From an optimization exercise on the open Yosys and OpenROAD flow, aimed at small area, a short achievable clock period and few clock cycles per item; shortcuts taken in it are not production practice.
RTL that was checked went through simulation tests only; none was proved equivalent to the original.
Power and IR drop assume default switching activity.

Setup of v29:
==> flow/design.v (excerpt) <==
module roce_pkt_gen_top (
  input  logic                    core_clk,
  input  logic                    core_aresetn,
  input  logic                    start_i,
  input  logic [47:0]             src_mac_i,
  input  logic [31:0]             src_ip_i,
  input  logic                    cfg_we_i,
  input  logic [2-1:0]    cfg_qp_i,
  input  logic [47:0]             cfg_mac_i,
  input  logic [31:0]             cfg_ip_i,
  input  logic [23:0]             cfg_psn_i,
  input  logic [512-1:0]      wqe_tdata_i,
  input  logic                    wqe_tvalid_i,
  input  logic                    tx_tready_i,
  output logic [512-1:0]      tx_tdata_o,
  output logic [64-1:0]  tx_tkeep_o,
  output logic                    tx_tvalid_o,
  output logic                    tx_tlast_o,
  output logic                    post_rd_wqe_o,
  output logic                    post_wr_wqe_o,
  output logic                    send_done_o,
  output logic                    read_done_o,
  output logic                    write_done_o
);
  ...
clock: 10.0 ns
lec_check: 0
cap_margin: 20
core_area: 10 10 450 450
die_area: 0 0 460 460
slew_margin: 20
standard.sh (not shown) runs the stock make flow with config.mk's settings and CLKGATE_MAP_FILE= SYNTH_SCRIPT=/design/flow/synth_recipe.tcl, a recipe that flattens the netlist after the stock synthesis.
==> flow/flow/run.sh <==
#!/bin/bash
# Standard ORFS layout, with a larger setup margin for repair_timing and
# the smallest buffer on the ports.
set -euo pipefail
export SETUP_SLACK_MARGIN=6.5
export BUFFER_PORTS_ARGS="-buffer_cell sky130_fd_sc_hd__buf_1"
bash standard.sh > flow_standard.log 2>&1
Input-level comparison between v5 and v29:
# v29
export LEC_CHECK = 0
export CAP_MARGIN = 20
export CORE_AREA = 10 10 450 450
export DIE_AREA = 0 0 460 460
export SLEW_MARGIN = 20
create_clock -name core_clock -period 10.0 [get_ports {core_clk}]
# v5
export LEC_CHECK = 0
export CAP_MARGIN = 20
export CORE_AREA = 10 10 450 450
export DIE_AREA = 0 0 460 460
export SETUP_SLACK_MARGIN = 5
export SLEW_MARGIN = 20
create_clock -name core_clock -period 10.0 [get_ports {core_clk}]
==> flow/run.sh (new file) <==
#!/bin/bash
# synth_recipe.tcl (not shown) runs the flow's synth.tcl, then flattens the netlist and writes it again
# the make line also repeats each setting of config.mk as NAME=value (left out here)
make -C /OpenROAD-flow-scripts/flow DESIGN_CONFIG=/design/flow/config.mk WORK_HOME=/design/flow/orfs CLKGATE_MAP_FILE= SYNTH_SCRIPT=/design/flow/synth_recipe.tcl finish
removed: flow/flow/run.sh
removed: flow/standard.sh
- No stage failed in v5, and the final checks on the layout all came back clean.
- Diff v29 and v5: time the final worst path needs with I/O delays and setup lower in v29
- Relative to v29, design area has increased by 470 um^2 in v5.
- Summary: wire length of the first global-routing pass, v5 better than v29
- Diff v29 -> v5: maximum vdd ir drop has decreased; met3 usage in global routing has increased.
Function was not checked in any run of this note: the RTL went through the layout flow alone.

========
## job 101
roce_pkt_gen_top, a different RTL version from the one above (not shown whole).
Size: about 840 flip-flops, roughly 1300 I/O pins, about 33000 µm² of cells after synthesis.
Settings: LEC_CHECK=0, CAP_MARGIN=20, CORE_AREA=10 10 450 450, DIE_AREA=0 0 460 460, PLACE_DENSITY=0.75, SLEW_MARGIN=20; clock period 10.0 ns.
==> flow/flow/run.sh <==
#!/bin/bash
set -euo pipefail
export SETUP_SLACK_MARGIN=6.7
export BUFFER_PORTS_ARGS="-buffer_cell sky130_fd_sc_hd__buf_1"
export CTS_ARGS="-sink_clustering_enable -repair_clock_nets -dont_use_dummy_load -sink_clustering_size 24 -sink_clustering_max_diameter 120 -buf_list {sky130_fd_sc_hd__clkbuf_16} -root_buf sky130_fd_sc_hd__clkbuf_16"
bash standard.sh > flow_standard.log 2>&1
Job 101 was carried through to the last stage, and its layout satisfied the timing, design-rule and antenna checks.
Testbench counts of job 101, summed over its fixed seeds: cycles 2,987, frames 768.
Input changes introduced in job 102 (baseline for comparison: job 101):
==> flow/flow/run.sh <==
#!/bin/bash
set -euo pipefail
export SETUP_SLACK_MARGIN=6.6
export BUFFER_PORTS_ARGS="-buffer_cell sky130_fd_sc_hd__buf_1"
export CTS_ARGS="-sink_clustering_enable -repair_clock_nets -dont_use_dummy_load -sink_clustering_size 24 -sink_clustering_max_diameter 120 -buf_list {sky130_fd_sc_hd__clkbuf_16} -root_buf sky130_fd_sc_hd__clkbuf_16"
bash standard.sh > flow_standard.log 2>&1
Findings:
- From job 102 to job 101, instance count of the mapped netlist did not move at all.
- Lower global routing usage on met2 goes to job 101 over job 102.
- Job 102 vs job 101, leakage power summed over all cells went down by 10%.
- Re reg-to-reg setup timing slack: job 101 was higher than job 102.
- Layout filler cell count up 174 in job 102 wrt job 101
- Of job 101 and job 102, job 102 shows the lower sum of buffers and inverters on the critical path, with job 101 above it.
- Job 102 ended up with send_done_o as its capturing element of the worst setup path; job 101 ended up with tx_tkeep_o[11].
- Side by side, routed wire length turned out lower in job 102 than in job 101.
- Summary: time the worst path needs with I/O delays and setup, job 102 better than job 101
- Taking job 101 as the reference, in job 102 final max-slew violation count stayed essentially flat; area growth from synthesis to layout lost 7.8 points.
Edits applied to the flow inputs when going from job 102 to job 103:
==> flow/flow/run.sh <==
#!/bin/bash
set -euo pipefail
export SETUP_SLACK_MARGIN=6.8
export BUFFER_PORTS_ARGS="-buffer_cell sky130_fd_sc_hd__buf_1"
export CTS_ARGS="-sink_clustering_enable -repair_clock_nets -dont_use_dummy_load -sink_clustering_size 12 -buf_list {sky130_fd_sc_hd__clkbuf_8} -root_buf sky130_fd_sc_hd__clkbuf_16"
bash standard.sh > flow_standard.log 2>&1
Results
Count of routing violations after the opening detailed-route iteration shrinks by a few percent when moving from job 102 to job 103.
Compared with job 102, job 103 shows a higher part of the cycle the worst path needs.
Job 103 ends up with a pin count of the biggest net entering global routing that is 6 lower than in job 102.
Job 103: share of total power in sequential cells is 5.5 points lower than what job 102 reported.
Job 103 ends up with a worst setup margin that is 0.099 ns lower than in job 102.
NOTE post-CTS setup buffer count job 102->job 103 increased by more than 100%
Total power ends up higher on job 103.
Compared job 103 vs job 102, and met2 capacity usage during global routing is up in job 103.
Job 103 — number of search-and-repair iterations in the first detailed-routing pass 1 higher, job 102 as reference
On first-pass GRT wire length: between job 103 and job 102, it ends up higher for job 103.
From job 103 to job 102, initial core utilization did not move at all.
Input changes introduced in job 104 (baseline for comparison: job 103):
# job 103
export LEC_CHECK = 0
export CAP_MARGIN = 20
export CORE_AREA = 10 10 450 450
export DIE_AREA = 0 0 460 460
export PLACE_DENSITY = 0.75
export SLEW_MARGIN = 20
create_clock -name core_clock -period 10.0 [get_ports {core_clk}]
# job 104
export LEC_CHECK = 0
export CAP_MARGIN = 20
export CORE_AREA = 10 10 450 450
export DIE_AREA = 0 0 460 460
export SLEW_MARGIN = 20
create_clock -name core_clock -period 10.0 [get_ports {core_clk}]
==> flow/flow/run.sh <==
#!/bin/bash
set -euo pipefail
export SETUP_SLACK_MARGIN=6.5
export BUFFER_PORTS_ARGS="-buffer_cell sky130_fd_sc_hd__buf_1"
export CTS_ARGS="-sink_clustering_enable -repair_clock_nets -dont_use_dummy_load -sink_clustering_size 12 -buf_list {sky130_fd_sc_hd__clkbuf_8} -root_buf sky130_fd_sc_hd__clkbuf_16"
bash standard.sh > flow_standard.log 2>&1
Notes after the runs:
Per the final summary, job 104 finished and its layout is clean on timing, DRC and antenna. Worst-path maximum fanout: job 104 vs job 103 up 44. Job 104 against job 103: wire length fell by 3.5%, non-filler instance count after layout now sits lower. The start point of the critical path comes out fcnt_q[4]$_DFFE_PN0P_ in one run and cfg_qp_i[1] in the other, namely in job 103 and job 104 respectively.
Input changes introduced in job 105 (baseline for comparison: job 104):
# job 104
export LEC_CHECK = 0
export CAP_MARGIN = 20
export CORE_AREA = 10 10 450 450
export DIE_AREA = 0 0 460 460
export SLEW_MARGIN = 20
create_clock -name core_clock -period 10.0 [get_ports {core_clk}]
# job 105
export LEC_CHECK = 0
export CAP_MARGIN = 20
export CORE_AREA = 10 10 450 450
export DIE_AREA = 0 0 460 460
export PLACE_DENSITY = 0.75
export SLEW_MARGIN = 20
create_clock -name core_clock -period 10.0 [get_ports {core_clk}]
[summary]
- Summary: with job 104 as the reference, length of routed wiring on met1 in job 105 moved down by a little under 10%.
- Job 104 -> job 105: maximum VDD drop decreased slightly
- Switching share of total power (higher): job 105
- The critical path endpoint comes out i_qp_context_table.ctx_o[374]$_DFFE_PP_ in one run and dip_q[2]$_DFF_P_ in the other, namely in job 104 and job 105 respectively.

========
== P ==
roce_pkt_gen_top again, from the RTL that the note above started with.
clock: 10.0 ns
lec_check: 0
cap_margin: 20
core_area: 10 10 450 450
die_area: 0 0 460 460
place_density: 0.75
slew_margin: 20
==> flow/flow/run.sh <==
#!/bin/bash
set -euo pipefail
export SETUP_SLACK_MARGIN=6.5
export BUFFER_PORTS_ARGS="-buffer_cell sky130_fd_sc_hd__buf_1"
export CTS_ARGS="-sink_clustering_enable -repair_clock_nets -dont_use_dummy_load -sink_clustering_size 16 -sink_clustering_max_diameter 80 -buf_list {sky130_fd_sc_hd__clkbuf_8} -root_buf sky130_fd_sc_hd__clkbuf_16"
bash standard.sh > flow_standard.log 2>&1
Testbench counts of P, summed over its fixed seeds: cycles 2,987, frames 768.
diff inputs: P => Q
Settings: setting ABC_AREA to 1 for the first time.
==> flow/flow/run.sh <==
#!/bin/bash
set -euo pipefail
export SETUP_SLACK_MARGIN=6.5
export BUFFER_PORTS_ARGS="-buffer_cell sky130_fd_sc_hd__buf_1"
export CTS_ARGS="-sink_clustering_enable -repair_clock_nets -dont_use_dummy_load -sink_clustering_size 24 -sink_clustering_max_diameter 120 -buf_list {sky130_fd_sc_hd__clkbuf_16} -root_buf sky130_fd_sc_hd__clkbuf_16"
bash standard.sh > flow_standard.log 2>&1
--- outcome ---
- Q: flow completed, timing, DRC and antenna clean
- Summary of Q over P: per-cell routed wire length went down, sequential element share of the synthesized area went down 3.9 points, post-layout worst setup margin rose by 4.4 ps, mux share of post-synthesis cell area shows a reduction of 0.23 points.
- Going from P to Q, the final critical delay including setup and external delays was found to have gone down by 4.4 ps.
- Q vs P, path type of the worst setup path: in -> reg vs reg -> out
- In Q, number of CTS-inserted buffers is lower than in P.
Modified inputs, R compared to Q
Settings: ABC_AREA no longer set, was 1.
==> flow/flow/run.sh <==
#!/bin/bash
# The standard ORFS layout (standard.sh: standard synthesis, floorplan,
# placement, CTS, routing, finish), run with different optimisation settings:
#  - repair_timing aims for 6.6 ns of setup slack at the 10 ns clock, so that
#    the layout is sized for a short achieved period;
#  - every port still gets its own buffer, but the smallest one (buf_1);
#  - CTS clusters up to 24 sinks per clkbuf_16 leaf, without dummy loads.
# Each tool's full log is under orfs/logs/; the make output goes to
# flow_standard.log in this folder.
set -euo pipefail
export SETUP_SLACK_MARGIN=6.6
export BUFFER_PORTS_ARGS="-buffer_cell sky130_fd_sc_hd__buf_1"
export CTS_ARGS="-sink_clustering_enable -repair_clock_nets -dont_use_dummy_load -sink_clustering_size 24 -sink_clustering_max_diameter 120 -buf_list {sky130_fd_sc_hd__clkbuf_16} -root_buf sky130_fd_sc_hd__clkbuf_16"
bash standard.sh > flow_standard.log 2>&1
--- outcome ---
- Diff Q -> R: peak per-stage delay on the critical path went up 50 ps, detailed-routed wire length on met2 went down 0.46%, worst setup slack went up 65 ps, worst hold slack went down 6.1 ps.
- Row area occupied by multi-input gates: R lower / Q higher
- The run with more routed wire is Q, not R.
- NOTE sequential power Q->R increased by more than 10%
- Diff Q..R | deepest level of the CTS H-tree | unchanged
- Via count of the first global-routing pass shrinks by more than 10% when moving from Q to R.
- Cmp R vs Q: total power higher in R
The following lists how S was set up differently from R:
==> flow/flow/run.sh <==
#!/bin/bash
set -euo pipefail
export SETUP_SLACK_MARGIN=6.8
export BUFFER_PORTS_ARGS="-buffer_cell sky130_fd_sc_hd__buf_1"
export CTS_ARGS="-sink_clustering_enable -repair_clock_nets -dont_use_dummy_load -sink_clustering_size 24 -sink_clustering_max_diameter 120 -buf_list {sky130_fd_sc_hd__clkbuf_16} -root_buf sky130_fd_sc_hd__clkbuf_16"
bash standard.sh > flow_standard.log 2>&1
==> comparison <==
S vs R — total of cells resized after clock tree synthesis climbed by more than 100%. S reports its highest-delay cell along the critical path as sky130_fd_sc_hd__dfrtp_2 while R reports sky130_fd_sc_hd__dfrtp_1. R has a higher total inserted antenna cells than S. Relative to R, via count increased by 612 in S. The area growth from synthesis to layout of S is higher than that of R. From R to S the numbers moved as follows: routed wire length went up by 5.4%, all-layer global routing usage went up by 0.40 points. The final reports for S and R show relative max-transition margin higher in the former. Comparing S against R, there is no change at all in mux contribution to synthesized area. S falls short of R in post-layout total power.

[afterwards: timing with drivers on the ports]
The results above use ideal ports. As a check the final layouts listed here were re-extracted and re-timed, cells and wires unchanged. Step 1: set_driving_cell puts a clkbuf_16 on core_clk and a buf_2 on each other input, an assumption about the parent block. Step 2 moves the port delays by t, midway between the first and last clock arrival at a register: inputs arrive t later, outputs are due t later. That takes back most of the time a late clock gives input paths. a / b / c = ideal ports / drivers / drivers and shift; a / b = the first two.
run	t (ns)	setup slack, ns	worst register clock-pin slew, ns	worst data-port slew with drivers (ns)
v29	0.784	5.580 / 5.566 / 4.781	0.08 / 0.08	0.31
v5	0.782	5.107 / 5.092 / 4.309	0.07 / 0.07	0.34
job 101	0.705	6.476 / 6.418 / 5.853	0.11 / 0.11	0.27
job 102	0.688	6.569 / 6.490 / 5.917	0.11 / 0.11	0.37
job 103	0.793	6.471 / 6.404 / 5.772	0.06 / 0.06	0.27
job 104	0.775	6.411 / 6.391 / 5.660	0.06 / 0.06	0.26
job 105	0.756	6.532 / 6.461 / 5.705	0.07 / 0.07	0.31
P	0.692	6.500 / 6.432 / 5.822	0.11 / 0.11	0.30
Q	0.704	6.504 / 6.506 / 5.821	0.11 / 0.11	0.31
R	0.688	6.569 / 6.490 / 5.917	0.11 / 0.11	0.37
S	0.718	6.509 / 6.438 / 5.817	0.10 / 0.10	0.31
After both steps every run listed still meets setup and hold. For job 105, which loses most, drivers alone change the setup slack by -0.071 ns; drivers and shift together by -0.827 ns.
